Source: an optimization exercise on an open RTL-to-GDS flow (aim: small area, a short achievable clock period and few clock cycles per item). Production flows keep margins and buffers that such runs may drop.
In this exercise RTL edits were held to simulation tests only and were not proved equivalent to the original.
Power is estimated from default activity; no workload was simulated.

rev 12:
// k_way_sorted_merge_unit
module k_way_sorted_merge_unit #(
   parameter int MAX_ROWS = 8,
   parameter int MAX_COLS = 16
) (
   input  logic                                clock,
   input  logic                                reset,
   input  logic                                req_tvalid,
   output logic                                req_tready,
   input  logic [kwm_pkg::REQ_DATA_W-1:0]      req_tdata,
   input  logic                                req_tuser,
   output logic                                rsp_tvalid,
   input  logic                                rsp_tready,
   output logic [kwm_pkg::RSP_DATA_W-1:0]      rsp_tdata,
   output logic                                rsp_tlast,
   output logic                                rsp_tuser,
   input  logic                                csr_we,
   input  logic [0:0]                          csr_addr,
   input  logic [kwm_pkg::CSR_DATA_W-1:0]      csr_wdata
);
==> flow/config.mk <==
export PLATFORM = sky130hd
export DESIGN_NAME = k_way_sorted_merge_unit
export DESIGN_NICKNAME = k_way_sorted_merge_unit
export VERILOG_FILES = /design/flow/design.v
export SDC_FILE = /design/flow/constraint.sdc
export NUM_CORES = 4
export LEC_CHECK = 0
export CAP_MARGIN = 20
export CORE_MARGIN = 2
export CORE_UTILIZATION = 40
export SETUP_SLACK_MARGIN = 5
export SLEW_MARGIN = 20
export SYNTH_MEMORY_MAX_BITS = 8192
==> flow/constraint.sdc <==
create_clock -name core_clock -period 10.0 [get_ports {clock}]
set_input_delay 2.0000 -clock core_clock [delete_from_list [all_inputs] [get_ports {clock}]]
set_output_delay 2.0000 -clock core_clock [all_outputs]
set_load 0.01 [all_outputs]
run.sh (not shown) runs the stock make flow with config.mk's settings and CLKGATE_MAP_FILE= SYNTH_SCRIPT=/design/flow/synth_recipe.tcl, a recipe that flattens the netlist after the stock synthesis.
Rev 12 reached the final stage; the timing, design-rule and antenna checks on its layout passed.
Testbench counts of rev 12, summed over its fixed seeds: cycles 6,208, items 3,096.
Input changes introduced in rev 13 (baseline for comparison: rev 12):
- swapping 40 for 60 in CORE_UTILIZATION
- putting ABC_CLOCK_PERIOD_IN_PS at 3500 where nothing was set
- putting TNS_END_PERCENT at 100 where nothing was set
==> run summary <==
Maximum clock frequency, rev 12 and rev 13, higher one = rev 12. | wire length per cell | higher: rev 13 |. Max all-layer global routing usage across rev 12 and rev 13: rev 13. Largest vdd supply drop | rev 13 above rev 12. Note that the placeable core region recorded for rev 13 amounts to 0.67 times the value seen in rev 12. Rev 13 ends up with a synthesis-to-layout area growth that is 1.6 points lower than in rev 12. Worst reg2reg path depth: rev 13 < rev 12. Rev 12 reports its end point of the critical path as head_ff[5][17]$_DFFE_PP_ while rev 13 reports q0_ff[9]$_DFFE_PN_. Rev 13 completed end to end with timing, DRC and antenna clean.


Another version of the RTL of k_way_sorted_merge_unit (not shown whole).
Size in the first run: ~12000 cells after synthesis, about 4700 flip-flops, roughly 150000 um^2 of cells after synthesis.
clock: 10.0 ns
lec_check: 0
abc_clock_period_in_ps: 3000
cap_margin: 20
core_margin: 2
core_utilization: 50
cts_cluster_diameter: 70
cts_cluster_size: 22
slew_margin: 20
synth_memory_max_bits: 8192
tns_end_percent: 100
standard.sh (not shown) runs the stock make flow with config.mk's settings and CLKGATE_MAP_FILE= SYNTH_SCRIPT=/design/flow/synth_recipe.tcl, a recipe that flattens the netlist after the stock synthesis.
==> flow/flow/run.sh <==
#!/bin/bash
# The standard layout, with timing repair aimed at a slack of 6.5 ns (a 3.5 ns
# period) instead of stopping as soon as the 10 ns clock is met. The SDC,
# clock period and every other setting are the standard flow's own.
set -euo pipefail
bash standard.sh finish SETUP_SLACK_MARGIN=6.5 > standard_flow.log 2>&1
Testbench counts at the start, summed over its fixed seeds: cycles 6,544, items 3,096.
==> next run, changes <==
--- a/flow/config.mk
+++ b/flow/config.mk
@@ -11,3 +11 @@
-export CORE_UTILIZATION = 50
-export CTS_CLUSTER_DIAMETER = 70
-export CTS_CLUSTER_SIZE = 22
+export CORE_UTILIZATION = 45
Via count came out higher slightly. Wire length came out higher by a few percent. Design area came out higher by a few percent. Register-to-register slack loses 40 ps.
==> next run, changes <==
--- a/flow/config.mk
+++ b/flow/config.mk
@@ -11,0 +12,2 @@
+export CTS_CLUSTER_DIAMETER = 70
+export CTS_CLUSTER_SIZE = 22
The new run ran to the end with no violations.
Power went down by roughly a tenth.
Area after synthesis stays the same.
Clock skew went down by 27 ps.
Wire length went down slightly.
Cell area went down by a few percent.

## static timing again, ports no longer ideal
The flow's constraints put no driver on any port. The routed layouts listed below were extracted and timed again, unchanged, in two steps.
Step 1: set_driving_cell puts a clkbuf_16 on clock and a buf_2 on each other input, an assumption about the parent block.
Step 2, shift: input delay + t, output delay - t, t = (earliest + latest rising clock arrival at the registers) / 2. This alone moves slack from input paths to output paths.
Slacks: no drivers / after step 1 / after step 2; pairs: no drivers / after step 1.
run | t (ns) | slack for setup (ns) | hold WS [ns] | worst setup path at the end
rev 12 | 1.111 | 4.933 / 4.933 / 4.933 | 0.463 / 0.463 / 0.463 | register to register
rev 13 | 1.087 | 4.849 / 4.849 / 4.849 | 0.464 / 0.464 / 0.464 | register to register
the first run of note 2 | 1.043 | 5.438 / 5.438 / 5.438 | 0.300 / 0.300 / 0.300 | register to register
the second run of note 2 | 1.088 | 5.398 / 5.398 / 5.398 | 0.309 / 0.309 / 0.309 | register to register
the third run of note 2 | 1.056 | 5.444 / 5.444 / 5.444 | 0.319 / 0.319 / 0.319 | register to register
After both steps setup and hold are still met in every run listed.
